From an optimization exercise on the open Yosys and OpenROAD flow, aimed at small area; shortcuts taken in it are not production practice.
In this exercise RTL edits were held to simulation tests only and were not proved equivalent to the original.
Power and IR drop assume default switching activity.

==> flow/design.v <==
`default_nettype none
package rv32i_pkg;
    localparam int xlen = 32;
    typedef logic [xlen-1:0] rv32i_word;
    typedef logic [4:0]      rv32i_reg;
    localparam rv32i_word reset_pc  = 32'h0000_0000;
    localparam rv32i_word nop_instr = 32'h0000_0013;
    typedef enum logic [6:0] {
        op_lui   = 7'b0110111,
        op_auipc = 7'b0010111,
        op_jal   = 7'b1101111,
        op_jalr  = 7'b1100111,
        op_br    = 7'b1100011,
        op_imm   = 7'b0010011,
        op_reg   = 7'b0110011
    } rv32i_opcode_t;
    typedef enum logic [3:0] {
        alu_add,
        alu_sub,
        alu_sll,
        alu_slt,
        alu_sltu,
        alu_xor,
        alu_srl,
        alu_sra,
        alu_or,
        alu_and,
        alu_pass_b
    } alu_ops_t;
    typedef enum logic [2:0] {
        beq  = 3'b000,
        bne  = 3'b001,
        blt  = 3'b100,
        bge  = 3'b101,
        bltu = 3'b110,
        bgeu = 3'b111
    } cmp_ops_t;
    typedef enum logic {
        rs1_out = 1'b0,
        pc_out  = 1'b1
    } alumux1_sel_t;
    typedef enum logic [2:0] {
        i_imm   = 3'd0,
        u_imm   = 3'd1,
        b_imm   = 3'd2,
        j_imm   = 3'd3,
        rs2_out = 3'd4
    } alumux2_sel_t;
endpackage
`default_nettype wire
`timescale 1ns/1ps
`default_nettype none
module rv32i_core
(
    input  logic        clk,
    input  logic        rst,
    output logic [31:0] fetch_pc,
    input  logic [31:0] fetch_instr,
    output logic        retire_valid,
    output logic [31:0] retire_pc,
    output logic [4:0]  retire_rd,
    output logic [31:0] retire_value
);
    logic [3:0]  ph;
    logic        clr;
    logic [1:0]  st;
    logic [31:0] R;
    logic [31:0] N;
    logic        ca;
    logic        cb;
    logic        z;
    wire last  = (ph == 4'd15);
    wire first = (ph == 4'd0);
    wire [31:0] ins = fetch_instr;
    wire [6:0]  opc = ins[6:0];
    wire [2:0]  f3  = ins[14:12];
    wire [6:0]  f7  = ins[31:25];
    wire [4:0]  rd  = ins[11:7];
    wire [4:0]  rs1 = ins[19:15];
    wire [4:0]  rs2 = ins[24:20];
    wire is_lui   = (opc == 7'b0110111);
    wire is_auipc = (opc == 7'b0010111);
    wire is_jal   = (opc == 7'b1101111);
    wire is_jalr  = (opc == 7'b1100111) && (f3 == 3'b000);
    wire is_br    = (opc == 7'b1100011) && (f3[2:1] != 2'b01);
    wire is_imm   = (opc == 7'b0010011) &&
                    ((f3 == 3'b001) ? (f7 == 7'b0000000) :
                     (f3 == 3'b101) ? (f7 == 7'b0000000 || f7 == 7'b0100000) : 1'b1);
    wire is_reg   = (opc == 7'b0110011) &&
                    (f7 == 7'b0000000 || (f7 == 7'b0100000 && (f3 == 3'b000 || f3 == 3'b101)));
    wire is_alu   = is_imm || is_reg;
    wire is_shift = is_alu && (f3[1:0] == 2'b01);
    wire is_slt   = is_alu && (f3[2:1] == 2'b01);
    wire legal    = is_lui || is_auipc || is_jal || is_jalr || is_br || is_alu;
    wire is_sub   = is_reg && (f3 == 3'b000) && ins[30];
    wire is_sra   = ins[30];
    wire two_reg  = is_reg || is_br;
    logic [1:0] fin;
    always_comb
    begin
        if (is_shift)
            fin = 2'd3;
        else if (is_slt)
            fin = is_reg ? 2'd2 : 2'd1;
        else if (is_reg)
            fin = 2'd1;
        else
            fin = 2'd0;
    end
    wire at_fin = (st == fin);
    wire cmp_slt = is_slt && (st == fin - 2'd1);
    logic [31:0] imm;
    always_comb
    begin
        if (is_lui || is_auipc)
            imm = {ins[31:12], 12'd0};
        else if (is_jal)
            imm = {{12{ins[31]}}, ins[19:12], ins[20], ins[30:21], 1'b0};
        else if (opc[6:2] == 5'b11000)
            imm = {{20{ins[31]}}, ins[7], ins[30:25], ins[11:8], 1'b0};
        else
            imm = {{21{ins[31]}}, ins[30:20]};
    end
    wire [1:0] immp = imm[{ph, 1'b0} +: 2];
    wire [1:0] pcp  = fetch_pc[{ph, 1'b0} +: 2];
    logic [1:0] tap [0:31];
    logic [1:0] rin;
    logic       wq;
    logic       clq;
    logic [4:0] rdq;
    wire        wr = !clr && legal && !is_br && at_fin && (rd != 5'd0);
    assign tap[0] = 2'b00;
    genvar gr;
    generate
        for (gr = 1; gr < 32; gr++)
        begin : g_reg
            logic [31:0] ring;
            wire we = clq || (wq && rdq == 5'(gr));
            always_ff @(posedge clk)
                ring <= {ring[1:0], we ? R[31:30] : ring[31:30], ring[29:2]};
            assign tap[gr] = ring[1:0];
        end
    endgenerate
    wire [4:0] ridx = (st == 2'd0 && two_reg) ? rs2 : rs1;
    wire [1:0] a    = tap[ridx];
    wire tgt_rev = is_br && (st == 2'd2);    
    wire use_pc  = is_auipc || is_jal || tgt_rev;
    wire use_imm = !two_reg || tgt_rev;
    wire inv     = is_sub || is_slt || (is_br && !tgt_rev);
    wire [1:0] op1  = is_lui ? 2'b00 : (use_pc ? pcp : a);
    wire [1:0] op2r = use_imm ? immp : N[1:0];
    wire [1:0] op2  = inv ? ~op2r : op2r;
    wire       cin  = first ? inv : ca;
    wire       c1   = (op1[0] & op2[0]) | (op1[0] & cin) | (op2[0] & cin);
    wire       cout = (op1[1] & op2[1]) | (op1[1] & c1) | (op2[1] & c1);
    wire [1:0] sum  = {op1[1] ^ op2[1] ^ c1, op1[0] ^ op2[0] ^ cin};
    wire zero  = (sum == 2'b00) && (first || z);
    wire lt    = (op1[1] ^ op2r[1]) ? op1[1] : sum[1];
    wire ltu   = !cout;
    wire taken = f3[0] ^ (f3[2] ? (f3[1] ? ltu : lt) : zero);
    logic [1:0] alu;
    always_comb
    begin
        case (f3)
            3'b100:  alu = op1 ^ op2r;
            3'b110:  alu = op1 | op2r;
            3'b111:  alu = op1 & op2r;
            default: alu = sum;
        endcase
        if (!is_alu)
            alu = sum;
    end
    wire       bcin  = (ph == 4'd1) ? 1'b1 : (first ? 1'b0 : cb);
    wire       bc1   = pcp[0] & bcin;
    wire [1:0] pc4   = {pcp[1] ^ bc1, pcp[0] ^ bcin};
    wire       bcout = pcp[1] & bc1;
    wire [4:0] sh    = rdq;
    wire       d     = cb;
    wire       fl    = z;
    wire       right = f3[2];
    wire [4:0] t     = right ? sh : (5'd0 - sh);
    wire [3:0] m     = t[4:1] + {3'd0, t[0]};
    wire [1:0] P     = N[{m, 1'b0} +: 2];
    wire [5:0] plo   = {1'b0, ph, 1'b0} + {1'b0, sh};
    wire [5:0] phi   = {1'b0, ph, 1'b1} + {1'b0, sh};
    wire       vlo   = right ? !plo[5] : ({ph, 1'b0} >= sh);
    wire       vhi   = right ? !phi[5] : ({ph, 1'b1} >= sh);
    wire       fill  = right && is_sra && fl;
    wire [1:0] shr   = t[0] ? {P[0], d} : P;
    wire [1:0] shx   = {vhi ? shr[1] : fill, vlo ? shr[0] : fill};
    logic [1:0] nin;
    always_comb
    begin
        rin = alu;
        nin = pc4;
        if (is_shift)
        begin
            case (st)
                2'd0:    rin = is_reg ? a : immp;
                2'd1:    nin = a;
                2'd2:
                begin
                    rin = shx;
                    nin = N[1:0];
                end
                default: rin = R[1:0];
            endcase
        end
        else
        begin
            if (two_reg && st == 2'd0)
                nin = a;
            if (is_br)
                rin = 2'b00;
            if (tgt_rev)
                nin = sum;
            if (is_slt)
                rin = {1'b0, first && fl};
            if (is_jal || is_jalr)
                rin = pc4;
            if (is_jal)
                nin = sum;
            else if (is_jalr)
                nin = {sum[1], sum[0] && !first};
        end
        if (clr)
        begin
            nin = 2'b00;
            rin = 2'b00;
        end
    end
    wire [31:0] R_d = {rin, R[31:2]};
    wire [31:0] N_d = {nin, N[31:2]};
    wire retire = !clr && legal && (is_br ? (st == 2'd2 || (st == 2'd1 && !taken)) : at_fin);
    wire load   = clr || !legal || retire;
    assign retire_valid = last && retire;
    assign retire_pc    = fetch_pc;
    assign retire_rd    = is_br ? 5'd0 : rd;
    assign retire_value = R_d;
    always_ff @(posedge clk)
    begin
        R  <= R_d;
        N  <= N_d;
        ca <= cout;
        wq  <= wr;
        clq <= clr;
        if (is_shift && (st == 2'd1 || st == 2'd2))
            cb <= (st == 2'd1 && m == 4'd0) ? a[1] : P[1];
        else
            cb <= bcout;
        if (is_shift && (st == 2'd1 || st == 2'd2))
            rdq <= rdq;
        else if (is_shift && st == 2'd0 && last)
            rdq <= R_d[4:0];
        else
            rdq <= rd;
        if (is_shift && st == 2'd2)
            z <= z;
        else if (last && is_shift && st == 2'd1)
            z <= a[1];
        else if (last && cmp_slt)
            z <= f3[0] ? ltu : lt;
        else
            z <= zero;
        if (rst)
        begin
            ph  <= 4'd0;
            clr <= 1'b1;
            st  <= 2'd0;
        end
        else
        begin
            ph <= ph + 4'd1;
            if (last)
            begin
                clr <= 1'b0;
                if (load)
                    fetch_pc <= N_d;
                if (load)
                    st <= 2'd0;
                else
                    st <= st + 2'd1;
            end
        end
    end
endmodule
`default_nettype wire
==> flow/flow/run.sh <==
#!/bin/bash
set -euo pipefail
rm -rf scripts_abc
cp -r "$FLOW_HOME/scripts" scripts_abc
cp flow/abc_area.script scripts_abc/abc_area.script
export SCRIPTS_DIR="$PWD/scripts_abc"
export CTS_ARGS="-sink_clustering_enable -repair_clock_nets -sink_clustering_size 21 -sink_clustering_max_diameter 55 -buf_list sky130_fd_sc_hd__clkbuf_8 -dont_use_dummy_load"
export BUFFER_PORTS_ARGS="-buffer_cell sky130_fd_sc_hd__buf_1"
bash standard.sh > standard_flow.log 2>&1
==> flow/flow/abc_area.script <==
strash
&get -n
&dch -f
&nf -R 1000
&put
strash
dch
map -a
strash
dch
map -a
topo
==> flow/standard.sh <==
#!/bin/bash
# synth_recipe.tcl (not shown) runs the flow's synth.tcl, then flattens the netlist and writes it again
# the make line also repeats each setting of config.mk as NAME=value (left out here)
make -C /OpenROAD-flow-scripts/flow DESIGN_CONFIG=/design/flow/config.mk WORK_HOME=/design/flow/orfs CLKGATE_MAP_FILE= SYNTH_SCRIPT=/design/flow/synth_recipe.tcl "${@:-finish}"
==> flow/config.mk <==
export PLATFORM = sky130hd
export DESIGN_NAME = rv32i_core
export DESIGN_NICKNAME = rv32i_core
export VERILOG_FILES = /design/flow/design.v
export SDC_FILE = /design/flow/constraint.sdc
export NUM_CORES = 4
export LEC_CHECK = 0
export ABC_AREA = 1
export CAP_MARGIN = 20
export CORE_MARGIN = 2
export CORE_UTILIZATION = 40
export SLEW_MARGIN = 20
==> flow/constraint.sdc <==
create_clock -name core_clock -period 10.0 [get_ports {clk}]
set_input_delay 2.0000 -clock core_clock [delete_from_list [all_inputs] [get_ports {clk}]]
set_output_delay 2.0000 -clock core_clock [all_outputs]
set_load 0.01 [all_outputs]
==> results of run 1 <==
worst max-delay path, delay by kind of cell:
kind / cells / cell delay [ns]
AO/OA/AOI/OAI: 10 / 1.92
AND/OR/NAND/NOR: 14 / 1.85
adder cells (fa/ha/maj): 2 / 0.70
buffers and inverters: 7 / 1.01
through the flow:
step | setup TNS (ns) | area (um^2)
final | 0 | 29260
after CTS | 0 | 29230
after global placement | -0.2813 | 28180
after floorplan | 0 | 26870
after detailed placement | -0.5174 | 28180
after global routing | 0 | 29260
cells in the mapped netlist, types with 15 or more instances:
cell type / instances / area share, %
dfxtp_1: 1067 / 80
a22oi_1: 35 / 0.98
nor2_1: 127 / 1.8
edfxtp_1: 38 / 4.2
ha_1: 29 / 1.4
a21oi_1: 83 / 1.5
nor3_1: 16 / 0.30
nand3_1: 22 / 0.41
clkinv_1: 100 / 1.4
buf_4: 62 / 1.7
a31oi_1: 15 / 0.35
o21ai_0: 128 / 2.4
nand2_1: 121 / 1.7
sequential cells by signal (all words and copies together) (netlist names), 2 cells and up:
signal,flops
R,32
g.ring,992
st,2
N,32
ph,4
rdq,5
fetch_pc,32
power by group:
| part | switching (mW) | internal (mW) |
|---|---|---|
| sequential | 0.00496 | 4.42 |
| combinational | 0.125 | 0.0544 |
| clock | 1.19 | 0.676 |
| total | 1.32 | 5.15 |
area by class of cell:
class                      count  area share (%)
inverter                     100           1.283
sequential                  1105           76.89
antenna                        2         0.01710
clock buffer                  75           3.527
multi-input combinational    655           12.23
timing repair buffer         158           2.322
tap                          873           3.733
cell families (layout without fill, tap and decap cells):
group | count (synthesis) | after routing | synth area share [%]
simple gates | 301 | 301 | 4.541
buf+inv | 162 | 333 | 3.130
flops | 1105 | 1105 | 83.75
fa+ha+maj | 30 | 30 | 1.425
other cells | 0 | 2 | 0
xor+xnor | 6 | 6 | 0.1956
compound gates | 318 | 318 | 6.958
how the worst max path moves through the flow:
stage / start / to / slack [ns]
finish: fetch_instr[31] / retire_valid / 0.49
detailed placement: fetch_instr[26] / retire_valid / -0.30
floorplan: fetch_instr[3] / fetch_pc[0] / 0.13
global route: fetch_instr[26] / retire_valid / 0.07
global placement: fetch_instr[26] / retire_valid / -0.20
CTS: fetch_instr[26] / retire_valid / 0.11
layer usage:
layer / wire [um] / up-vias / GRT usage, %
met5: 0 / - / 0
met4: 1499 / 0 / 5.375
met3: 2282 / 95 / 2.890
met2: 21830 / 318 / 22.14
met1: 24880 / 6311 / 20.70
li1: - / 6536 / -
==> flow_summary.ini, run 1 <==
[status]
status = no timing/DRC/antenna violations

[cts]
cts.path.max_buffers = 3
cts_tree = done
cts_sinks = 1105
cts_root_buf = clkbuf_8
insertion_delay_ns = 0.69
post_cts_resized = 7
htree_levels = 3
hold_buffers = 0
cts_setup_buffers = 0
cts_buffers = 75
clk_pin_slew_ns = 0.11

[sta]
hold_viol_final = 0
fin_ws_ns = 0.4943
slew_headroom_pct = 27.45
rsz0062_at_grt = false
drv_slew = 0
worst_pin_slew_ns = 1.080
whs_ns = 0.2584
skew_ns = 0.08391
min_period_ns = 9.506
fmax_mhz = 105.2
setup_viol = 0
fin_crit_sh_pct = 95.06

[placement]
post-place-cells = 2891
hpwl_um = 35950
gp_congestion = 0.8651
dp_slack_ns = -0.2958
io_buffers = 135

[worst_setup_path]
cpMaxStageDelayCell = fa_1
crit_type = in -> out
timing.rr.start = st[0]
crit_path_start_kind = primary input
reg2reg_slack_ns = 3.91
end_kind = output pin
max_stage_delay_ns = 0.51
worstPathRequired_ns = 8.00
reg2reg_to = fetch_pc[13]
worstPathArrival_ns = 7.51
critPathMaxFanout = 11
reg2regPathDepth = 28

[grt]
track_usage_pct = 14.59
overflow = 0
grt_start_max_net_pins = 33
grt_pass1_wl_um = 75970
grt_pass1_vias = 12700
antenna_found_initial = 4

[finish]
final_common_cell = dfxtp_1
final_util_pct = 43.81
finalNonFillerCells = 2968
final_nets = 2159
multi_input_area_um2 = 3578
seq_area_um2 = 22500
mostFrequentLayoutCells = dfxtp_1, buf_1, o21ai_0, nand2_1, nor2_1
drive_gt1_share_pct = 6.020
nFillCells = 6057
area_growth_pct = 8.923

[floorplanning]
ios = 136
die_x_um = 263.2
row_count = 95
die_h_um = 263.2
coreArea_um2 = 66800
die_area_um2 = 69260
initial_core_util_pct = 40.22

[routing]
ant_nets = 0
dr.pass1.iters = 5
avgViaCountPerCell = 4.468
drt_iter0_drc = 676
vias = 13260
wire_per_inst_um = 17.01
routed_wirelength_um = 50490
drc_errors = 0

[min_path]
hold-path-endpoint = g_reg[12].ring[23]
hold_class = reg -> reg
whs_path_depth = 0
min_from = g_reg[12].ring[25]

[synthesis]
synthCells = 1922
syn_nets = 1986
avgSynthCellArea_um2 = 13.98
synth-edff-count = 38
ys_async_sr_fraction_pct = 0
synth-seq-cells = 1105
ys_types = 44
ys_warn_count = 2
netlist_area_um2 = 26870
synth_ff_type = dfxtp_1
seq_area_frac_synth_pct = 83.75

[pwr]
p_leak_nw = 11.17
finalPower_mw = 6.474
p_per_area_nw_per_um2 = 221.2
irDropWorstVdd_mv = 0.1209

[run]
cap_violations = 0
==> run 2: changes to the inputs <==
==> flow/flow/abc_area.script (replaced) <==
strash
dch
map -a
strash
dch
map -a
strash
dch
map -a
strash
dch
map -a
topo
--- a/flow/config.mk
+++ b/flow/config.mk
@@ -8,5 +8,7 @@
 export ABC_AREA = 1
 export CAP_MARGIN = 20
 export CORE_MARGIN = 2
-export CORE_UTILIZATION = 40
+export CORE_UTILIZATION = 50
+export CTS_CLUSTER_DIAMETER = 100
+export CTS_CLUSTER_SIZE = 30
 export SLEW_MARGIN = 20
==> run 2 against run 1 <==
Against the previous run: die area is 19% lower; clock skew is 0.011 ns lower; critical path depth is 1 higher; synthesized area is 0.31% higher; largest cell class unchanged; final area is 1.3% lower; non-clock buffer count is 11 lower; critical path type unchanged; largest power group unchanged; still clean on timing, DRC and antenna; worst hold slack better by 0.021 ns; maximum frequency is 0.89% higher.
==> flow_summary.ini, run 2 <==
[finish]
area_growth_pct = 7.219
multi_input_area_um2 = 3630
seq_area_um2 = 22500
final_common_cell = dfxtp_1
drive_gt1_share_pct = 4.739
finalNonFillerCells = 2787
largest_reg_flops = 992
nFillCells = 4541
final_nets = 2155
design_area_um2 = 28900
mostFrequentLayoutCells = dfxtp_1, nor2_1, buf_1, nand2_1, o21ai_0
regMostFlops = g.ring

[grt]
track_usage_pct = 18.21
grt_pass1_vias = 12850
antenna_found_initial = 3
overflow = 0
grt_pass1_wl_um = 76020
grt_start_max_net_pins = 41

[placement]
placed_cell_area_um2 = 27960
gp_congestion = 0.8907
post-place-cells = 2718
hpwl_um = 35870
io_buffers = 135

[routing]
ant_nets = 0
avgViaCountPerCell = 4.758
vias = 13260
routed_wirelength_um = 50120
drt_iter0_drc = 770
dr.pass1.iters = 5
drc_errors = 0
wire_per_inst_um = 17.98

[sta]
drv_slew = 0
setup_viol = 0
fmax_mhz = 106.1
fin_crit_sh_pct = 94.22
min_period_ns = 9.422
worst_pin_slew_ns = 0.8860
skew_ns = 0.07286
slew_headroom_pct = 40.85
hold_viol_final = 0

[cts]
cts_root_buf = clkbuf_8
clk_pin_slew_ns = 0.11
cts_tree = done
cts_sinks = 1105
insertion_delay_ns = 0.67
cts.path.max_buffers = 3
cts_buffers = 67
cts_setup_buffers = 0
hold_buffers = 0
htree_levels = 3
post_cts_resized = 0

[pwr]
pwr-share-seq_pct = 69.3
p_leak_nw = 11.20
p_sw_share_pct = 20.48
switching_power_mw = 1.310
p_int_mw = 5.087
irDropWorstVdd_mv = 0.1625
power_frac_comb_pct = 2.8
p_per_area_nw_per_um2 = 221.4
p_clk_share_pct = 28.0

[synthesis]
synth_top_cell_by_area = dfxtp_1
synth_common_cells = dfxtp_1, nor2_1, nand2_1
netlist_area_um2 = 26950
synth_top_area_share_pct = 79.26
synthCells = 1937
yosys-top-cells-area = dfxtp_1, edfxtp_1, nor2_1
synth_ff_type = dfxtp_1
ys_async_sr_fraction_pct = 0
seq_area_frac_synth_pct = 83.50
ys_warn_count = 2
avgSynthCellArea_um2 = 13.91
yosysMostFrequentCell = dfxtp_1
synth-edff-count = 38
synth-seq-cells = 1105
ys_types = 39
syn_nets = 2001

[worst_setup_path]
crit_path_start_kind = primary input
path_common_cell = nand2_1
critPathMaxFanout = 14
crit_type = in -> out
worstPathArrival_ns = 7.42
cpMaxStageDelayCell = fa_1
end_kind = output pin
max_stage_delay_ns = 0.48
worstPathRequired_ns = 8.00

[floorplanning]
row_count = 85
ios = 136
initial_core_util_pct = 50.28
die_area_um2 = 55770
die_h_um = 236.2
die_x_um = 236.2
coreArea_um2 = 53600

[min_path]
hold_class = reg -> reg

[status]
status = no timing/DRC/antenna violations

[run]
cap_violations = 0
## run 2: final timing paths
check,to,slack [ns],startpoint,depth (start not counted)
worst max-delay path,retire_valid,0.58,fetch_instr[12],34
worst min-delay path,g_reg[8].ring[5],0.28,g_reg[8].ring[7],0
worst max register to register,fetch_pc[19],3.64,st[0],32
worst min register to register,g_reg[8].ring[5],0.28,g_reg[8].ring[7],0
## run 2: area by class of cell
class,count,share of cell area [%]
Inverter,98,1.273
Sequential cell,1105,77.87
Multi-Input combinational cell,672,12.56
Timing Repair Buffer,147,2.070
Clock buffer,67,3.191
Antenna cell,2,0.01732
Tap cell,696,3.014
## run 2: routing by layer
metal / vias to the layer above / track usage (%) / share of wire (%)
met5: - / 0 / 0
met4: 0 / 6.578 / 3.4
met3: 99 / 3.628 / 4.9
met2: 344 / 27.83 / 43
met1: 6257 / 25.86 / 48
li1: 6561 / - / -
## run 2: power groups by stage
stage / registers (mW) / clock network (mW) / logic [mW]
finish: 4.43 / 1.79 / 0.176
global route: 4.43 / 2.02 / 0.196
CTS: 4.43 / 1.86 / 0.173
detailed placement: 4.53 / 0 / 0.173
global placement: 4.53 / 0 / 0.173
floorplan: 4.53 / 0 / 0.105
## run 2: metrics by stage
| stage | setup WS, ns | hold slack [ns] | setup TNS, ns | power [mW] | utilization, % |
|---|---|---|---|---|---|
| after floorplan | 0.4176 | 0.3096 | 0 | 4.636 | - |
| after global placement | 0.4658 | 0.3095 | 0 | 4.706 | 52.16 |
| after detailed placement | 0.4090 | 0.3121 | 0 | 4.706 | 52.16 |
| after CTS | 0.3867 | 0.2829 | 0 | 6.467 | 53.88 |
| after global routing | -0.01715 | 0.2809 | -0.01715 | 6.651 | 53.90 |
| final | 0.5782 | 0.2791 | 0 | 6.397 | 53.91 |
## run 2: cell families after synthesis
logic type               after synthesis  share of synthesized area [%]
buffers and inverters                160                          3.092
AO/OA/AOI/OAI                        292                          6.384
flip-flops                          1105                          83.50
adder cells (fa/ha/maj)               30                          1.421
AND/OR/NAND/NOR                      337                          5.130
XOR/XNOR                               6                         0.1950
multiplexers                           7                         0.2832
## run 2: critical path, delay by kind of cell
family	cells	cell delay, ns
buf+inv	9	1.29
compound gates	9	1.72
simple gates	14	1.76
fa+ha+maj	2	0.63
==> run 3: changes to the inputs <==
==> flow/flow/abc_area.script (replaced) <==
strash
dch
amap
topo
==> run 3 against run 2 <==
Against the previous run: synthesized cell count shrank 3.2%; count of clock-buffer cells in the layout is the same; still clean on timing, DRC and antenna; setup slack lost 0.33 ns; critical endpoint is now retire_value[30]; largest cell class unchanged.
==> flow_summary.ini, run 3 <==
[status]
status = no timing/DRC/antenna violations

[worst_setup_path]
end_kind = output pin
reg2reg_to = fetch_pc[30]
crit_path_start_kind = primary input
path_common_cell = buf_4
worstPathArrival_ns = 7.75
worstPathRequired_ns = 8.00
crit_type = in -> out
startpoint = fetch_instr[28]
cpMaxStageDelayCell = or4_4
crit_end = retire_value[30]
max_stage_delay_ns = 0.56
critPathMaxFanout = 7
reg2reg_slack_ns = 3.55
timing.rr.start = st[1]
reg2regPathDepth = 30

[routing]
ant_nets = 0
vias = 13380
drt_iter0_drc = 744
avgViaCountPerCell = 4.734
dr.pass1.iters = 5
routed_wirelength_um = 47480
drc_errors = 0
wire_per_inst_um = 16.80

[finish]
largest_reg_flops = 992
nFillCells = 4410
finalNonFillerCells = 2826
drive_gt1_share_pct = 10.68
mostFrequentLayoutCells = dfxtp_1, nor2_1, buf_1, buf_4, a21oi_1
final_nets = 2192
area_growth_pct = 10.98
final_common_cell = dfxtp_1
multi_input_area_um2 = 3856
regMostFlops = g.ring
seq_area_um2 = 22500

[cts]
insertion_delay_ns = 0.67
cts_buffers = 67
cts_root_buf = clkbuf_8
cts_tree = done
cts_sinks = 1105
clk_pin_slew_ns = 0.12
htree_levels = 3
hold_buffers = 0
cts.path.max_buffers = 3

[floorplanning]
ios = 136
coreArea_um2 = 53500
die_h_um = 235.9
row_count = 85
die_area_um2 = 55660
initial_core_util_pct = 50.28
die_x_um = 235.9

[pwr]
finalPower_mw = 6.419
p_per_area_nw_per_um2 = 215.1
p_leak_nw = 11.75
irDropWorstVdd_mv = 0.1350

[synthesis]
ys_types = 45
ys_async_sr_fraction_pct = 0
synthCells = 1875
avgSynthCellArea_um2 = 14.34
synth_ff_type = dfxtp_1
yosys-top-cells-area = dfxtp_1, edfxtp_1, nor2_1
yosysMostFrequentCell = dfxtp_1
syn_nets = 1939
synth_top_area_share_pct = 79.42
synth-edff-count = 38
ys_warn_count = 2
synth_common_cells = dfxtp_1, nor2_1, a21oi_1
synth_top_cell_by_area = dfxtp_1
netlist_area_um2 = 26900
synth-seq-cells = 1105
seq_area_frac_synth_pct = 83.66

[grt]
grt_pass1_wl_um = 72100
grt_pass1_vias = 12960
antenna_found_initial = 3
track_usage_pct = 16.99
overflow = 0
grt_start_max_net_pins = 36

[sta]
min_period_ns = 9.753
fin_crit_sh_pct = 97.53
drv_slew = 0
setup_viol = 0
hold_viol_final = 0
worst_pin_slew_ns = 0.9403
slew_headroom_pct = 35.70
fmax_mhz = 102.5
rsz0062_at_grt = true
skew_ns = 0.06897

[placement]
io_buffers = 135
post-place-cells = 2730
gp_congestion = 0.9298
hpwl_um = 33110

[run]
cap_violations = 0

[min_path]
hold_class = reg -> reg
run 3: how the worst min path moves through the flow:
stage / start / endpoint / slack (ns) / cells after the start
detailed placement: g_reg[16].ring[4] / g_reg[16].ring[2] / 0.31 / 0
floorplan: g_reg[10].ring[2] / g_reg[10].ring[0] / 0.31 / 0
global placement: g_reg[30].ring[19] / g_reg[30].ring[17] / 0.31 / 0
finish: g_reg[20].ring[2] / g_reg[20].ring[0] / 0.26 / 0
CTS: g_reg[20].ring[2] / g_reg[20].ring[0] / 0.26 / 0
global route: g_reg[18].ring[27] / g_reg[18].ring[25] / 0.26 / 0
run 3: power by group:
part	total, mW	switching [mW]	internal [mW]
Combinational	0.204	0.123	0.0809
Sequential	4.43	0.00803	4.42
Clock	1.78	1.18	0.608
Total	6.42	1.31	5.11
run 3: final cells by class:
| class | instances | area share [%] |
|---|---|---|
| tap | 696 | 2.918 |
| clock buffer | 67 | 3.089 |
| antenna | 4 | 0.03353 |
| inverter | 83 | 1.056 |
| sequential | 1105 | 75.39 |
| timing repair buffer | 246 | 4.598 |
| multi-input combinational | 625 | 12.92 |
run 3: worst max-delay path: cells and delay by family:
family                   cells  cell delay (ns)
AO/OA/AOI/OAI                9             1.21
buffers and inverters       12             1.62
adder cells (fa/ha/maj)      1             0.25
AND/OR/NAND/NOR             11             2.66
run 3: per-stage QoR:
step / worst slack, ns / instance area, um^2 / setup TNS (ns) / hold slack (ns) / utilization (%)
2_1_floorplan: 0.02635 / 26920 / 0 / 0.3096 / -
3_3_place_gp: -0.2473 / 28480 / -0.2473 / 0.3095 / 53.24
3_5_place_dp: -0.4896 / 28480 / -0.6395 / 0.3121 / 53.24
4_1_cts: -0.008963 / 29670 / -0.008963 / 0.2598 / 55.46
5_1_grt: -0.1747 / 29840 / -0.3121 / 0.2557 / 55.78
6_report: 0.2474 / 29850 / 0 / 0.2575 / 55.80
run 3: metal layers:
| layer | routed length, um | global-route usage, % | vias up |
|---|---|---|---|
| met1 | 23880 | 24.44 | 6289 |
| met4 | 1424 | 5.906 | 0 |
| met5 | 0 | 0 | - |
| met2 | 20120 | 25.58 | 307 |
| li1 | - | - | 6688 |
| met3 | 2052 | 3.534 | 93 |
run 3: repair_timing:
item	CTS	global route
buffers inserted	21	5
gates resized for setup	29	40
endpoints found under the setup margin	2	3
pin swaps	17	27
run 3: kinds of logic (layout without fill, tap and decap cells):
logic type      Yosys count  in the layout  share of synthesized area (%)
fa+ha+maj                30             30                          1.424
xor+xnor                  1              1                        0.03257
simple gates            301            301                          4.978
compound gates          293            293                          7.015
buf+inv                 145            396                          2.889
flops                  1105           1105                          83.66
other cells               0              4                              0
==> run 4: changes to the inputs <==
--- a/flow/flow/run.sh
+++ b/flow/flow/run.sh
@@ -5,5 +5,6 @@
 cp flow/abc_area.script scripts_abc/abc_area.script
 export SCRIPTS_DIR="$PWD/scripts_abc"
 export CTS_ARGS="-sink_clustering_enable -repair_clock_nets -sink_clustering_size 21 -sink_clustering_max_diameter 55 -buf_list sky130_fd_sc_hd__clkbuf_8 -dont_use_dummy_load"
+export RECOVER_POWER=100
 export BUFFER_PORTS_ARGS="-buffer_cell sky130_fd_sc_hd__buf_1"
 bash standard.sh > standard_flow.log 2>&1
==> flow/flow/abc_area.script (replaced) <==
strash
&get -n
&dch -f
&nf -R 1000
&put
strash
dch
map -a
strash
dch
map -a
topo
==> run 4 against run 3 <==
Against the previous run: global-route usage increased by 1.2 points; sequential power about the same; core utilization decreased by 1.1 points; critical path type unchanged.
==> flow_summary.ini, run 4 <==
[status]
status = no timing/DRC/antenna violations

[synthesis]
synthCells = 1922
ys_warn_count = 2
yosys-top-cells-area = dfxtp_1, edfxtp_1, o21ai_0
syn_nets = 1986
synth-seq-cells = 1105
yosysMostFrequentCell = dfxtp_1
netlist_area_um2 = 26870
synth_top_area_share_pct = 79.50
synth-edff-count = 38
ys_types = 44
synth_top_cell_by_area = dfxtp_1
ys_async_sr_fraction_pct = 0
synth_ff_type = dfxtp_1
synth_common_cells = dfxtp_1, o21ai_0, nor2_1
avgSynthCellArea_um2 = 13.98
seq_area_frac_synth_pct = 83.75

[min_path]
min_from = g_reg[27].ring[26]
hold-path-endpoint = g_reg[27].ring[24]
whs_path_depth = 0
hold_class = reg -> reg

[floorplanning]
initial_core_util_pct = 50.82
row_count = 84
coreArea_um2 = 52870
die_area_um2 = 55600
die_h_um = 235.8
die_x_um = 235.8
ios = 136

[cts]
cts_root_buf = clkbuf_8
insertion_delay_ns = 0.70
htree_levels = 3
cts.path.max_buffers = 3
cts_buffers = 67
cts_tree = done
cts_sinks = 1105
clk_pin_slew_ns = 0.11
hold_buffers = 0

[worst_setup_path]
crit_type = in -> out
path_common_cell = nand2_1
startpoint = fetch_instr[12]
critPathMaxFanout = 11
reg2regPathDepth = 28
reg2reg_to = fetch_pc[0]
end_kind = output pin
crit_path_start_kind = primary input
worstPathArrival_ns = 7.46
reg2reg_slack_ns = 3.91
timing.rr.start = st[0]
max_stage_delay_ns = 0.58
worstPathRequired_ns = 8.00
cpMaxStageDelayCell = fa_1

[grt]
track_usage_pct = 18.17
grt_pass1_wl_um = 75410
overflow = 0
antenna_found_initial = 10
grt_start_max_net_pins = 33
grt_pass1_vias = 12720

[sta]
fin_ws_ns = 0.5413
rsz0062_at_grt = false
whs_ns = 0.2513
fmax_mhz = 105.7
final.setup.tns_ns = 0
hold_viol_final = 0
min_period_ns = 9.459
fin_crit_sh_pct = 94.59
worst_pin_slew_ns = 1.210
setup_viol = 0
drv_slew = 0
slew_headroom_pct = 18.71
skew_ns = 0.1038

[routing]
wire_per_inst_um = 18.15
avgViaCountPerCell = 4.735
drt_iter0_drc = 688
vias = 13130
dr.pass1.iters = 5
ant_nets = 0
drc_errors = 0
routed_wirelength_um = 50360

[placement]
io_buffers = 135
post-place-cells = 2704
hpwl_um = 35860
placed_cell_area_um2 = 27930
dp_slack_ns = -0.009305
gp_congestion = 0.8822

[finish]
final_common_cell = dfxtp_1
design_area_um2 = 28890
regMostFlops = g.ring
drive_gt1_share_pct = 5.233
finalNonFillerCells = 2774
final_nets = 2149
mostFrequentLayoutCells = dfxtp_1, buf_1, o21ai_0, nand2_1, nor2_1
final_util_pct = 54.65
largest_reg_flops = 992
area_growth_pct = 7.530

[pwr]
p_leak_nw = 11.09
irDropWorstVdd_mv = 0.1775
p_per_area_nw_per_um2 = 221.0
finalPower_mw = 6.385

[run]
cap_violations = 0
-- run 4: changes by cell type in the layout (fill, tap and decap cells not counted), moves of 13 or more --
cell,before,now
clkinv_1,72,100
nor3_1,31,15
o21ai_0,54,125
buf_4,105,18
nand2_1,28,121
nor2_1,154,120
o22ai_1,23,10
-- run 4: kinds of logic (layout without fill, tap and decap cells) --
family,after synthesis,in the layout,share of synthesized area (%)
adders and majority gates,30,30,1.425
DFF,1105,1105,83.75
xor gates and xnor gates,6,6,0.1956
other,0,3,0
buffers and inverters,162,323,3.130
AOI/OAI and AO/OA,318,318,6.958
and+or+nand+nor,301,301,4.541
-- run 4: where the power goes --
| group | internal, mW | leakage, nW | switching (mW) | total (mW) |
|---|---|---|---|---|
| sequential | 4.42 | 8.95 | 0.00530 | 4.43 |
| combinational | 0.0532 | 1.66 | 0.119 | 0.173 |
| clock | 0.608 | 0.482 | 1.18 | 1.78 |
-- run 4: worst max-delay path by stage --
| stage | end | slack, ns | cells after the start |
|---|---|---|---|
| 2_1_floorplan | fetch_pc[0] | 0.13 | 26 |
| 3_3_place_gp | retire_valid | 0.12 | 30 |
| 3_5_place_dp | retire_valid | -0.009 | 29 |
| 4_1_cts | retire_valid | 0.11 | 29 |
| 5_1_grt | retire_valid | 0.006 | 33 |
| 6_report | retire_value[31] | 0.54 | 29 |
-- run 4: critical path: cells and delay by family --
kind                     cells  cell delay, ns
AND/OR/NAND/NOR             10            1.20
adder cells (fa/ha/maj)      2            0.77
AO/OA/AOI/OAI               11            2.38
buffers and inverters        6            1.06
-- run 4: final cells by class --
type | instances | area [um^2]
timing repair buffer | 156 | 653.1
antenna | 3 | 7.507
fill | 4445 | 23980
clock buffer | 67 | 922.1
inverter | 100 | 375.4
sequential | 1105 | 22500
multi-input combinational | 655 | 3570
tap | 688 | 860.8
-- run 4: what timing repair did --
| action | 4_1_cts | 5_1_grt |
|---|---|---|
| resized for setup | 1 | 13 |
| endpoints found under the setup margin | 1 | 2 |
| cloned | 0 | 0 |
| buffers inserted | 0 | 0 |
-- run 4: metal layers --
| metal | global-route usage, % | share of wire (%) |
|---|---|---|
| met1 | 25.70 | 49 |
| met2 | 27.86 | 43 |
| met3 | 3.441 | 4.5 |
| met4 | 6.891 | 3.5 |
| met5 | 0 | 0 |
==> run 5: changes to the inputs <==
==> flow/flow/run.sh (replaced) <==
#!/bin/bash
set -euo pipefail
rm -rf scripts_abc
cp -r "$FLOW_HOME/scripts" scripts_abc
cp flow/abc_area.script scripts_abc/abc_area.script
export SCRIPTS_DIR="$PWD/scripts_abc"
export CTS_ARGS="-sink_clustering_enable -repair_clock_nets -sink_clustering_size 21 -sink_clustering_max_diameter 55 -buf_list sky130_fd_sc_hd__clkbuf_8 -dont_use_dummy_load"
export BUFFER_PORTS_ARGS="-buffer_cell sky130_fd_sc_hd__buf_1"
bash standard.sh > standard_flow.log 2>&1
==> run 5 against run 4 <==
Against the previous run: still clean; sequential power hardly changed; synthesized cell count is the same; total power is essentially flat; critical path depth unchanged; maximum frequency about the same; die area unchanged; non-clock buffer count unchanged; combinational power hardly changed; register-to-register slack hardly changed; count of clock-buffer cells in the layout unchanged; largest power group unchanged.
==> flow_summary.ini, run 5 <==
[floorplanning]
die_h_um = 235.8
initial_core_util_pct = 50.82
row_count = 84
coreArea_um2 = 52870
die_x_um = 235.8
ios = 136
die_area_um2 = 55600

[worst_setup_path]
path_common_cell = nand2_1
reg2reg_slack_ns = 3.91
crit_path_start_kind = primary input
timing.rr.start = st[0]
reg2regPathDepth = 28
max_stage_delay_ns = 0.58
critPathMaxFanout = 11
crit_buf_inv = 6
cp_top_family = compound AO/OA/AOI/OAI gates
crit_type = in -> out
reg2reg_to = fetch_pc[0]
worstPathArrival_ns = 7.45
worstPathRequired_ns = 8.00
end_kind = output pin
cpMaxStageDelayCell = fa_1

[cts]
hold_buffers = 0
insertion_delay_ns = 0.70
htree_levels = 3
cts_tree = done
clk_pin_slew_ns = 0.11
cts.path.max_buffers = 3
cts_root_buf = clkbuf_8
cts_setup_buffers = 0
cts_sinks = 1105
cts_buffers = 67

[finish]
final_common_cell = dfxtp_1
final_nets = 2149
largest_reg_flops = 992
area_growth_pct = 7.572
drive_gt1_share_pct = 5.377
regMostFlops = g.ring
mostFrequentLayoutCells = dfxtp_1, buf_1, o21ai_0, nand2_1, nor2_1

[synthesis]
synth_top_area_share_pct = 79.50
synth_ff_type = dfxtp_1
seq_area_frac_synth_pct = 83.75
ys_types = 44
syn_nets = 1986
yosys-top-cells-area = dfxtp_1, edfxtp_1, o21ai_0
yosysMostFrequentCell = dfxtp_1
synth-seq-cells = 1105
ys_async_sr_fraction_pct = 0
synth_common_cells = dfxtp_1, o21ai_0, nor2_1
ys_warn_count = 2
synth_top_cell_by_area = dfxtp_1
avgSynthCellArea_um2 = 13.98
netlist_area_um2 = 26870
synthCells = 1922
synth-edff-count = 38

[grt]
antenna_found_initial = 10
grt_start_max_net_pins = 33
grt_pass1_vias = 12720
grt_pass1_wl_um = 75410
track_usage_pct = 18.17
overflow = 0

[pwr]
power_frac_comb_pct = 2.7
finalPower_mw = 6.385
p_leak_nw = 11.10
pwr-share-seq_pct = 69.4
p_clk_share_pct = 27.9
irDropWorstVdd_mv = 0.1775
switching_power_mw = 1.300
p_per_area_nw_per_um2 = 220.9
p_sw_share_pct = 20.37
p_int_mw = 5.084

[sta]
setup_viol = 0
slew_headroom_pct = 18.69
fin_ws_ns = 0.5455
worst_pin_slew_ns = 1.210
skew_ns = 0.1035
rsz0062_at_grt = false
fin_crit_sh_pct = 94.54
drv_slew = 0
whs_ns = 0.2513
min_period_ns = 9.454
hold_viol_final = 0
fmax_mhz = 105.8

[placement]
hpwl_um = 35860
io_buffers = 135
gp_congestion = 0.8822
dp_slack_ns = -0.009305

[run]
cap_violations = 0

[min_path]
whs_path_depth = 0
min_from = g_reg[27].ring[26]
hold_class = reg -> reg
hold-path-endpoint = g_reg[27].ring[24]

[routing]
drt_iter0_drc = 689
wire_per_inst_um = 18.15
avgViaCountPerCell = 4.730
routed_wirelength_um = 50350
vias = 13120
ant_nets = 0
dr.pass1.iters = 5
drc_errors = 0

[status]
status = no timing/DRC/antenna violations
==> run 5: worst max-delay path by stage <==
stage,from,to,cells past startpoint
finish,fetch_instr[12],retire_value[31],29
CTS,fetch_instr[12],retire_valid,29
global placement,fetch_instr[25],retire_valid,30
floorplan,fetch_instr[3],fetch_pc[0],26
detailed placement,fetch_instr[12],retire_valid,29
global route,fetch_instr[31],retire_valid,33
==> run 5: power by group through the flow <==
stage               Clock [mW]  Sequential [mW]  Combinational, mW
floorplan                    0             4.53              0.101
global placement             0             4.53              0.171
detailed placement           0             4.53              0.171
CTS                       1.86             4.43              0.171
global route              2.02             4.43              0.191
finish                    1.78             4.43              0.173
==> run 5: layout make-up <==
class                           count  area, um^2
Multi-Input combinational cell    655        3570
Fill cell                        4443       23960
Clock buffer                       67       922.1
Timing Repair Buffer              156       664.4
Tap cell                          688       860.8
Antenna cell                        3       7.507
Inverter                          100       375.4
Sequential cell                  1105       22500
==> run 5: kinds of logic (layout without fill, tap and decap cells) <==
group / Yosys count / count (layout) / share of synthesized area (%)
AND/OR/NAND/NOR: 301 / 301 / 4.541
adder cells (fa/ha/maj): 30 / 30 / 1.425
buffers and inverters: 162 / 323 / 3.130
other: 0 / 3 / 0
XOR/XNOR: 6 / 6 / 0.1956
flip-flops: 1105 / 1105 / 83.75
AO/OA/AOI/OAI: 318 / 318 / 6.958
==> run 5: repair_timing <==
action	CTS	global route
pin swaps	0	0
setup endpoints to repair	1	2
resized for setup	1	13
==> run 5: routing by layer <==
layer  part of all wire, %  track usage (%)
met1                    49            25.70
met2                    43            27.86
met3                   4.5            3.441
met4                   3.5            6.891
met5                     0                0
==> run 5: stage by stage <==
stage | TNS, ns | std cells | area, um^2 | util (%)
2_1_floorplan | 0 | 1922 | 26870 | -
3_3_place_gp | 0 | 2704 | 27930 | 52.84
3_5_place_dp | -0.009305 | 2704 | 27930 | 52.84
4_1_cts | 0 | 2771 | 28860 | 54.59
5_1_grt | 0 | 2771 | 28890 | 54.66
6_report | 0 | 2774 | 28900 | 54.67
==> run 6: changes to the inputs <==
--- a/flow/config.mk
+++ b/flow/config.mk
@@ -9,6 +9,6 @@
 export CAP_MARGIN = 20
 export CORE_MARGIN = 2
 export CORE_UTILIZATION = 50
-export CTS_CLUSTER_DIAMETER = 100
-export CTS_CLUSTER_SIZE = 30
+export GPL_ROUTABILITY_DRIVEN = 0
+export GPL_TIMING_DRIVEN = 0
 export SLEW_MARGIN = 20
==> run 6 against run 5 <==
Against the previous run: total power about the same; synthesized cell count unchanged; sequential power about the same; critical endpoint is now retire_valid; largest power group unchanged; highest routed layer unchanged.
==> flow_summary.ini, run 6 <==
[synthesis]
synth_top_area_share_pct = 79.50
ys_warn_count = 2
synth_top_cell_by_area = dfxtp_1
synth-edff-count = 38
avgSynthCellArea_um2 = 13.98
synthCells = 1922
synth_ff_type = dfxtp_1
yosys-top-cells-area = dfxtp_1, edfxtp_1, o21ai_0
ys_types = 44
netlist_area_um2 = 26870
synth_common_cells = dfxtp_1, o21ai_0, nor2_1
syn_nets = 1986
synth-seq-cells = 1105
ys_async_sr_fraction_pct = 0
seq_area_frac_synth_pct = 83.75
yosysMostFrequentCell = dfxtp_1

[grt]
gr-max-usage-layer = met2
track_usage_pct = 16.40
use_met1_pct = 22.76
use_met2_pct = 24.91
grt_pass1_vias = 12920
overflow = 0
grt_start_max_net_pins = 32
grt_pass1_wl_um = 70120
antenna_found_initial = 2
use_met3_pct = 3.874

[floorplanning]
die_x_um = 235.8
die_area_um2 = 55600
initial_core_util_pct = 50.82
coreArea_um2 = 52870
die_h_um = 235.8
ios = 136
row_count = 84

[worst_setup_path]
worstPathArrival_ns = 7.69
crit_path_start_kind = primary input
worstPathRequired_ns = 8.00
crit_type = in -> out
end_kind = output pin
critPathMaxFanout = 6

[routing]
drt_iter0_drc = 897
wire_per_inst_um = 16.30
vias = 13490
ant_nets = 0
drc_errors = 0
dr.pass1.iters = 5
avgViaCountPerCell = 4.775
routed_wirelength_um = 46040

[cts]
cts_root_buf = clkbuf_8
cts_buffers = 67
cts.path.max_buffers = 3
clk_pin_slew_ns = 0.11
insertion_delay_ns = 0.66
htree_levels = 3
cts_sinks = 1105
cts_tree = done

[finish]
area_growth_pct = 9.673
nFillCells = 4364
final_util_pct = 55.74
mostFrequentLayoutCells = dfxtp_1, buf_1, o21ai_0, nand2_1, nor2_1
final_nets = 2202
drive_gt1_share_pct = 9.036
largest_reg_flops = 992
regMostFlops = g.ring
final_common_cell = dfxtp_1

[pwr]
p_leak_nw = 11.42
p_per_area_nw_per_um2 = 216.6
irDropWorstVdd_mv = 0.1287

[sta]
skew_ns = 0.05326
fin_ws_ns = 0.3089
setup_viol = 0
worst_pin_slew_ns = 1.102
hold_viol_final = 0
min_period_ns = 9.691
drv_slew = 0
final.setup.tns_ns = 0
fmax_mhz = 103.2
fin_crit_sh_pct = 96.91
rsz0062_at_grt = false
slew_headroom_pct = 25.99

[placement]
io_buffers = 135
dp_slack_ns = -2.029
hpwl_um = 31350

[min_path]
hold_class = reg -> reg

[status]
status = no timing/DRC/antenna violations

[run]
cap_violations = 0
-- run 6: cell counts after synthesis --
No cell type changed its count.
-- run 6: area by class of cell --
cell class,count,area (um^2),area share (%)
Sequential cell,1105,22500,76.37
Multi-Input combinational cell,655,3691,12.53
Clock buffer,67,922.1,3.130
Tap cell,688,860.8,2.921
Timing Repair Buffer,147,638.1,2.166
Buffer,62,465.4,1.580
Inverter,100,381.6,1.295
Antenna cell,1,2.502,0.008493
-- run 6: per-stage QoR --
| step | cell area (um^2) | total power, mW | std cells | hold WS [ns] |
|---|---|---|---|---|
| after global routing | 29460 | 6.643 | 2824 | 0.2892 |
| after floorplan | 26870 | 4.632 | 1922 | 0.3096 |
| after CTS | 29310 | 6.461 | 2819 | 0.2864 |
| after global placement | 28230 | 4.683 | 2745 | 0.3095 |
| final | 29470 | 6.384 | 2825 | 0.2869 |
| after detailed placement | 28320 | 4.686 | 2751 | 0.3121 |
-- run 6: path summary, 6_finish.rpt --
kind	from	to	slack, ns	depth (start not counted)
max	fetch_instr[13]	retire_valid	0.31	28
min	g_reg[8].ring[3]	g_reg[8].ring[1]	0.29	0
max reg2reg	ph[0]	fetch_pc[24]	3.36	23
min reg2reg	g_reg[8].ring[3]	g_reg[8].ring[1]	0.29	0
-- run 6: metal layers --
| metal | vias to the layer above | part of all wire, % | wire [um] |
|---|---|---|---|
| li1 | 6635 | - | - |
| met1 | 6334 | 47 | 21820 |
| met2 | 387 | 44 | 20090 |
| met3 | 134 | 5.5 | 2547 |
| met4 | 0 | 3.4 | 1583 |
| met5 | - | 0 | 0 |
-- run 6: what timing repair did --
item / CTS / global route
cloned: 0 / 0
hold buffers: 0 / 0
gates resized for setup: 22 / 30
buffers inserted: 1 / 5
pin swaps: 1 / 3
setup endpoints to repair: 35 / 3
-- run 6: kinds of logic after synthesis --
kind of cell	share of synthesized area, %
AOI/OAI and AO/OA	6.958
xor gates and xnor gates	0.1956
adders and majority gates	1.425
buffers and inverters	3.130
DFF	83.75
and+or+nand+nor	4.541
-- run 6: power by group --
group	internal, mW	leakage [nW]	switching [mW]
Combinational	0.0523	1.98	0.108
Sequential	4.42	8.95	0.0115
Clock	0.608	0.482	1.18
Total	5.08	11.4	1.30
-- run 6: worst max-delay path, cell delays in order --
cell      delay [ns]
buf_1           0.24
clkinv_1        0.23
nor2_1          0.27
nor3_4          0.10
clkinv_1        0.14
a21oi_4         0.09
buf_12          0.14
o21ai_0         0.57
nor2_1          0.13
clkinv_1        0.13
nor2_2          0.10
a22oi_2         0.29
a31oi_1         0.11
or3_2           0.53
nor2_4          0.29
clkinv_1        0.17
o21ai_2         0.23
inv_2           0.09
fa_2            0.63
nor3_1          0.08
o211ai_1        0.24
nor2_1          0.07
nor2_1          0.08
a21oi_1         0.08
a21oi_1         0.20
nand2_1         0.08
nor2_1          0.17
buf_1           0.18
==> run 7: changes to the inputs <==
--- a/flow/config.mk
+++ b/flow/config.mk
@@ -9,6 +9,5 @@
 export CAP_MARGIN = 20
 export CORE_MARGIN = 2
 export CORE_UTILIZATION = 50
-export GPL_ROUTABILITY_DRIVEN = 0
-export GPL_TIMING_DRIVEN = 0
+export PLACE_DENSITY = 0.75
 export SLEW_MARGIN = 20
==> run 7 against run 6 <==
Against the previous run: clock skew is 0.050 ns higher; register-to-register slack gained 0.68 ns; total power grew 0.15%; routed wire length grew 8.0%; synthesized area stayed put; non-clock buffer count shrank 47; final area fell by 1.8%; global-route usage rose by 1.4 points; first-iteration DRC count rose by 9.0%; highest routed layer unchanged.
==> flow_summary.ini, run 7 <==
[cts]
insertion_delay_ns = 0.68
htree_levels = 3
hold_buffers = 0
cts_setup_buffers = 0
post_cts_resized = 2
cts_root_buf = clkbuf_8
cts.path.max_buffers = 3
cts_tree = done
cts_sinks = 1105
cts_buffers = 67
clk_pin_slew_ns = 0.11

[routing]
wl_met1_um = 23340
drt_iter0_drc = 978
routed_wirelength_um = 49710
routed.top_layer = met4
avgViaCountPerCell = 4.762
wl_met3_um = 2250
ant_nets = 0
vias = 13240
wire_per_inst_um = 17.88
dr.pass1.iters = 5
wl_met2_um = 22470
drc_errors = 0

[synthesis]
yosys-top-cells-area = dfxtp_1, edfxtp_1, o21ai_0
ys_types = 44
synthCells = 1922
ys_async_sr_fraction_pct = 0
netlist_area_um2 = 26870
synth_ff_type = dfxtp_1
synth_top_cell_by_area = dfxtp_1
avgSynthCellArea_um2 = 13.98
syn_nets = 1986
ys_warn_count = 2
synth-edff-count = 38
seq_area_frac_synth_pct = 83.75
yosysMostFrequentCell = dfxtp_1
synth_top_area_share_pct = 79.50
synth-seq-cells = 1105
synth_common_cells = dfxtp_1, o21ai_0, nor2_1

[worst_setup_path]
max_stage_delay_ns = 0.61
startpoint = fetch_instr[31]
reg2reg_to = fetch_pc[19]
crit_type = in -> out
end_kind = output pin
worstPathRequired_ns = 8.00
cpMaxStageDelayCell = fa_1
worstPathArrival_ns = 7.53
reg2regPathDepth = 29
critPathMaxFanout = 5
timing.rr.start = st[0]
crit_end = retire_value[31]
path_common_cell = clkinv_1
reg2reg_slack_ns = 4.04
crit_path_start_kind = primary input

[pwr]
p_sw_share_pct = 20.43
p_clk_share_pct = 27.9
switching_power_mw = 1.306
pwr-share-seq_pct = 69.3
p_int_mw = 5.087
finalPower_mw = 6.393
p_per_area_nw_per_um2 = 220.8
irDropWorstVdd_mv = 0.1635
p_leak_nw = 11.14
power_frac_comb_pct = 2.8

[placement]
io_buffers = 135
post-place-cells = 2710
gp_congestion = 0.9226
dp_slack_ns = -0.1238
hpwl_um = 35220

[sta]
min_period_ns = 9.529
setup_viol = 0
fin_crit_sh_pct = 95.29
skew_ns = 0.1033
fin_ws_ns = 0.4710
drv_slew = 0
hold_viol_final = 0
whs_ns = 0.2295
rsz0062_at_grt = false
fmax_mhz = 104.9
worst_pin_slew_ns = 1.084
slew_headroom_pct = 27.30

[grt]
grt_pass1_wl_um = 74520
grt_pass1_vias = 12780
grt_start_max_net_pins = 33
antenna_found_initial = 4
track_usage_pct = 17.81
overflow = 0

[min_path]
hold_class = reg -> reg
whs_path_depth = 0

[floorplanning]
initial_core_util_pct = 50.82
ios = 136
die_area_um2 = 55600
die_x_um = 235.8
die_h_um = 235.8
coreArea_um2 = 52870
row_count = 84

[finish]
drive_gt1_share_pct = 5.697
largest_reg_flops = 992
regMostFlops = g.ring
final_common_cell = dfxtp_1
final_nets = 2155
finalNonFillerCells = 2780
mostFrequentLayoutCells = dfxtp_1, buf_1, o21ai_0, nor2_1, nand2_1
area_growth_pct = 7.745

[run]
cap_violations = 0

[status]
status = no timing/DRC/antenna violations
run 7: cell count changes in the layout (fill, tap and decap cells not counted), moves of 3 or more:
cell and change:
clkinv_1 +5, a22oi_1 +3, buf_4 -44, nor2_4 -8, a22oi_2 -3, nor2_1 +10
run 7: area by class of cell:
class                   instances  area, um^2
repair buffers                162       709.4
well taps                     688       860.8
flip-flops and latches       1105       22500
multi-input cells             655        3571
clock buffers                  67       922.1
diodes                          3       7.507
inverters                     100       375.4
fillers                      4270       23920
run 7: critical path, delay by kind of cell:
family	cells	cell delay, ns
AO/OA/AOI/OAI	9	1.90
buffers and inverters	9	1.27
adder cells (fa/ha/maj)	2	0.80
AND/OR/NAND/NOR	11	1.53
run 7: worst min path at each step:
stage,startpoint,to,slack [ns]
finish,g_reg[30].ring[29],g_reg[30].ring[27],0.23
global route,g_reg[30].ring[29],g_reg[30].ring[27],0.20
CTS,g_reg[30].ring[29],g_reg[30].ring[27],0.22
detailed placement,g_reg[31].ring[26],g_reg[31].ring[24],0.31
global placement,g_reg[28].ring[15],g_reg[28].ring[13],0.31
floorplan,g_reg[10].ring[2],g_reg[10].ring[0],0.31
run 7: cell families (layout without fill, tap and decap cells):
logic type / Yosys count / in the layout / share of synthesized area, %
buffers and inverters: 162 / 329 / 3.130
XOR/XNOR: 6 / 6 / 0.1956
other: 0 / 3 / 0
AND/OR/NAND/NOR: 301 / 301 / 4.541
AO/OA/AOI/OAI: 318 / 318 / 6.958
adder cells (fa/ha/maj): 30 / 30 / 1.425
flip-flops: 1105 / 1105 / 83.75
run 7: power by group through the flow:
stage | sequential (mW) | combinational [mW] | clock [mW]
final | 4.43 | 0.178 | 1.79
after global routing | 4.43 | 0.195 | 1.99
after CTS | 4.43 | 0.173 | 1.85
after detailed placement | 4.53 | 0.172 | 0
after global placement | 4.53 | 0.174 | 0
after floorplan | 4.53 | 0.101 | 0
run 7: per-layer routing:
| metal | GRT usage (%) | vias to the layer above |
|---|---|---|
| met3 | 3.113 | 96 |
| met1 | 24.55 | 6263 |
| met4 | 7.296 | 0 |
| met2 | 28.03 | 359 |
| li1 | - | 6520 |
| met5 | 0 | - |
run 7: metrics by stage:
step           TNS (ns)  util (%)  instance area (um^2)
2_1_floorplan         0         -                 26870
3_3_place_gp   -0.06060     52.92                 27980
3_5_place_dp    -0.1733     52.93                 27980
4_1_cts               0     54.69                 28910
5_1_grt               0     54.75                 28940
6_report              0     54.76                 28950
==> run 8: changes to the inputs <==
==> flow/flow/run.sh (replaced) <==
#!/bin/bash
# The standard layout (standard.sh), with these settings changed:
# - synthesis maps the logic with an area-oriented ABC script (flow/abc_area.script:
#   choice networks and area-flow mapping, repeated) in place of ORFS's
#   abc_area.script, whose buffering and upsizing the later repair steps redo
#   anyway; everything else in synthesis, including the dfflibmap step that makes
#   the registers, is ORFS's own script, copied unchanged;
# - the port buffers are the smallest buffer cell (buf_1);
# - clock tree synthesis clusters at most 21 sinks within 55 um per clkbuf_8 leaf
#   buffer and inserts no dummy loads;
# - after global routing, repair_timing downsizes gates off the critical paths
#   (RECOVER_POWER).
# All tool output goes to standard_flow.log here and to ORFS's own logs in orfs/logs.
set -euo pipefail
rm -rf scripts_abc
cp -r "$FLOW_HOME/scripts" scripts_abc
cp flow/abc_area.script scripts_abc/abc_area.script
export SCRIPTS_DIR="$PWD/scripts_abc"
export CTS_ARGS="-sink_clustering_enable -repair_clock_nets -sink_clustering_size 21 -sink_clustering_max_diameter 55 -buf_list sky130_fd_sc_hd__clkbuf_8 -dont_use_dummy_load"
export RECOVER_POWER=100
export BUFFER_PORTS_ARGS="-buffer_cell sky130_fd_sc_hd__buf_1"
bash standard.sh > standard_flow.log 2>&1
--- a/flow/config.mk
+++ b/flow/config.mk
@@ -9,5 +9,6 @@
 export CAP_MARGIN = 20
 export CORE_MARGIN = 2
 export CORE_UTILIZATION = 50
-export PLACE_DENSITY = 0.75
+export CTS_CLUSTER_DIAMETER = 100
+export CTS_CLUSTER_SIZE = 30
 export SLEW_MARGIN = 20
==> run 8 against run 7 <==
Against the previous run: largest power group unchanged; highest routed layer unchanged; first-iteration DRC count decreased by 30%; synthesized cell count did not move; clock skew hardly changed; count of clock-buffer cells in the layout is the same; clock power hardly changed.
==> flow_summary.ini, run 8 <==
[sta]
min_period_ns = 9.459
final.setup.tns_ns = 0
skew_ns = 0.1038
slew_headroom_pct = 18.71
drv_slew = 0
setup_viol = 0
worst_pin_slew_ns = 1.210
rsz0062_at_grt = false
hold_viol_final = 0
fmax_mhz = 105.7
fin_crit_sh_pct = 94.59

[worst_setup_path]
cpMaxStageDelayCell = fa_1
worstPathArrival_ns = 7.46
crit_path_start_kind = primary input
crit_type = in -> out
max_stage_delay_ns = 0.58
critPathMaxFanout = 11
cp_top_family = compound AO/OA/AOI/OAI gates
worstPathRequired_ns = 8.00
path_common_cell = nand2_1
crit_buf_inv = 6
end_kind = output pin

[run]
cap_violations = 0

[cts]
cts.path.max_buffers = 3
hold_buffers = 0
clk_pin_slew_ns = 0.11
insertion_delay_ns = 0.70
cts_buffers = 67
cts_tree = done
htree_levels = 3
cts_sinks = 1105
cts_root_buf = clkbuf_8
post_cts_resized = 1
cts_setup_buffers = 0

[routing]
wl_met1_um = 24550
wl_met3_um = 2265
dr.pass1.iters = 5
avgViaCountPerCell = 4.735
wire_per_inst_um = 18.15
routed.top_layer = met4
routed_wirelength_um = 50360
vias = 13130
ant_nets = 0
wl_met2_um = 21770
drc_errors = 0
drt_iter0_drc = 688

[floorplanning]
die_area_um2 = 55600
initial_core_util_pct = 50.82
die_x_um = 235.8
row_count = 84
coreArea_um2 = 52870
ios = 136
die_h_um = 235.8

[pwr]
p_clk_share_pct = 27.9
p_sw_share_pct = 20.36
switching_power_mw = 1.300
irDropWorstVdd_mv = 0.1775
power_frac_comb_pct = 2.7
p_int_mw = 5.084
p_leak_nw = 11.09
p_per_area_nw_per_um2 = 221.0
pwr-share-seq_pct = 69.4

[finish]
area_growth_pct = 7.530
drive_gt1_share_pct = 5.233
final_util_pct = 54.65
mostFrequentLayoutCells = dfxtp_1, buf_1, o21ai_0, nand2_1, nor2_1
final_common_cell = dfxtp_1
regMostFlops = g.ring
nFillCells = 4445
finalNonFillerCells = 2774
final_nets = 2149
largest_reg_flops = 992

[placement]
hpwl_um = 35860
io_buffers = 135
gp_congestion = 0.8822
post-place-cells = 2704

[grt]
overflow = 0
grt_pass1_wl_um = 75410
grt_pass1_vias = 12720
antenna_found_initial = 10
track_usage_pct = 18.17
grt_start_max_net_pins = 33

[synthesis]
ys_types = 44
synth_top_area_share_pct = 79.50
synth-edff-count = 38
synth-seq-cells = 1105
synthCells = 1922
synth_ff_type = dfxtp_1
seq_area_frac_synth_pct = 83.75
ys_warn_count = 2
avgSynthCellArea_um2 = 13.98
yosysMostFrequentCell = dfxtp_1
synth_common_cells = dfxtp_1, o21ai_0, nor2_1
synth_top_cell_by_area = dfxtp_1
ys_async_sr_fraction_pct = 0
netlist_area_um2 = 26870
yosys-top-cells-area = dfxtp_1, edfxtp_1, o21ai_0
syn_nets = 1986

[min_path]
hold_class = reg -> reg

[status]
status = no timing/DRC/antenna violations
==> run 8: cell count changes in the layout (fill, tap and decap cells not counted), moves of 2 or more <==
cell / previous run / this run
buf_4: 27 / 18
clkbuf_1: 0 / 4
nor2_1: 122 / 120
nor2_2: 5 / 7
o21ai_0: 123 / 125
==> run 8: final timing paths <==
check | from | endpoint | slack [ns] | cells past startpoint
hold reg to reg | g_reg[27].ring[26] | g_reg[27].ring[24] | 0.25 | 0
setup reg to reg | st[0] | fetch_pc[0] | 3.91 | 28
setup / recovery | fetch_instr[12] | retire_value[31] | 0.54 | 29
hold / removal | g_reg[27].ring[26] | g_reg[27].ring[24] | 0.25 | 0
==> run 8: power by group through the flow <==
stage / logic [mW] / clock network, mW / registers, mW
final: 0.173 / 1.78 / 4.43
after global routing: 0.191 / 2.02 / 4.43
after CTS: 0.171 / 1.86 / 4.43
after detailed placement: 0.171 / 0 / 4.53
after global placement: 0.171 / 0 / 4.53
after floorplan: 0.101 / 0 / 4.53
==> run 8: per-layer routing <==
metal  global-route usage [%]  vias up
met5                        0        -
met4                    6.891        0
met3                    3.441      101
met2                    27.86      334
met1                    25.70     6182
li1                         -     6517
==> run 8: cell families (layout without fill, tap and decap cells) <==
family                     Yosys count  in the layout  share of synthesized area, %
DFF                               1105           1105                         83.75
AOI/OAI and AO/OA                  318            318                         6.958
and+or+nand+nor                    301            301                         4.541
buffers and inverters              162            323                         3.130
adders and majority gates           30             30                         1.425
xor gates and xnor gates             6              6                        0.1956
other                                0              3                             0
==> run 8: final cells by class <==
| class | count | area [um^2] | area share, % |
|---|---|---|---|
| Sequential cell | 1105 | 22500 | 77.89 |
| Antenna cell | 3 | 7.507 | 0.02599 |
| Tap cell | 688 | 860.8 | 2.980 |
| Inverter | 100 | 375.4 | 1.299 |
| Clock buffer | 67 | 922.1 | 3.192 |
| Timing Repair Buffer | 156 | 653.1 | 2.261 |
| Multi-Input combinational cell | 655 | 3570 | 12.36 |
==> run 8: worst register-to-register path: cells and delay by family, from the launching register on <==
family                     cells  cell delay, ns
adders and majority gates      3            1.02
and+or+nand+nor               10            1.17
DFF                            1            0.44
buffers and inverters          5            0.98
AOI/OAI and AO/OA             10            2.08
==> run 8: through the flow <==
step	hold slack (ns)	setup slack [ns]	power (mW)	area [um^2]
floorplan	0.3096	0.1255	4.632	26870
finish	0.2513	0.5413	6.385	28890
detailed placement	0.3121	-0.009305	4.701	27930
CTS	0.2464	0.1072	6.466	28860
global route	0.2395	0.005792	6.638	28880
global placement	0.3095	0.1235	4.701	27930

-- static timing again, ports no longer ideal --
In the flow no input, the clock included, has a driving cell. The finished layouts below were timed again as built, in two steps. Step 1, drivers: a clkbuf_16 drives clk and a buf_2 each remaining input, both assumed. Step 2 adds t to the input delays and takes it off the output delays; t is the mean of the earliest and latest rising clock arrival at the registers after step 1. Input paths then give back, and output paths get back, about the clock's delay inside the block. Slacks: ideal ports / drivers / drivers and shift; pairs: ideal ports / drivers.
run | t, ns | setup WS [ns] | worst register clock-pin slew, ns
run 1 | 0.700 | 0.494 / 0.475 / 0.475 | 0.11 / 0.11
run 2 | 0.692 | 0.578 / 0.525 / 0.525 | 0.12 / 0.12
run 3 | 0.700 | 0.247 / 0.213 / 0.213 | 0.12 / 0.12
run 4 | 0.693 | 0.541 / 0.508 / 0.508 | 0.11 / 0.11
run 5 | 0.693 | 0.546 / 0.513 / 0.513 | 0.11 / 0.11
run 6 | 0.678 | 0.309 / 0.282 / 0.282 | 0.12 / 0.12
run 7 | 0.688 | 0.471 / 0.449 / 0.449 | 0.12 / 0.12
run 8 | 0.693 | 0.541 / 0.508 / 0.508 | 0.11 / 0.11
After both steps setup and hold are still met in every run listed. For run 2, which loses most, drivers alone change the setup slack by -0.053 ns; drivers and shift together by -0.053 ns.
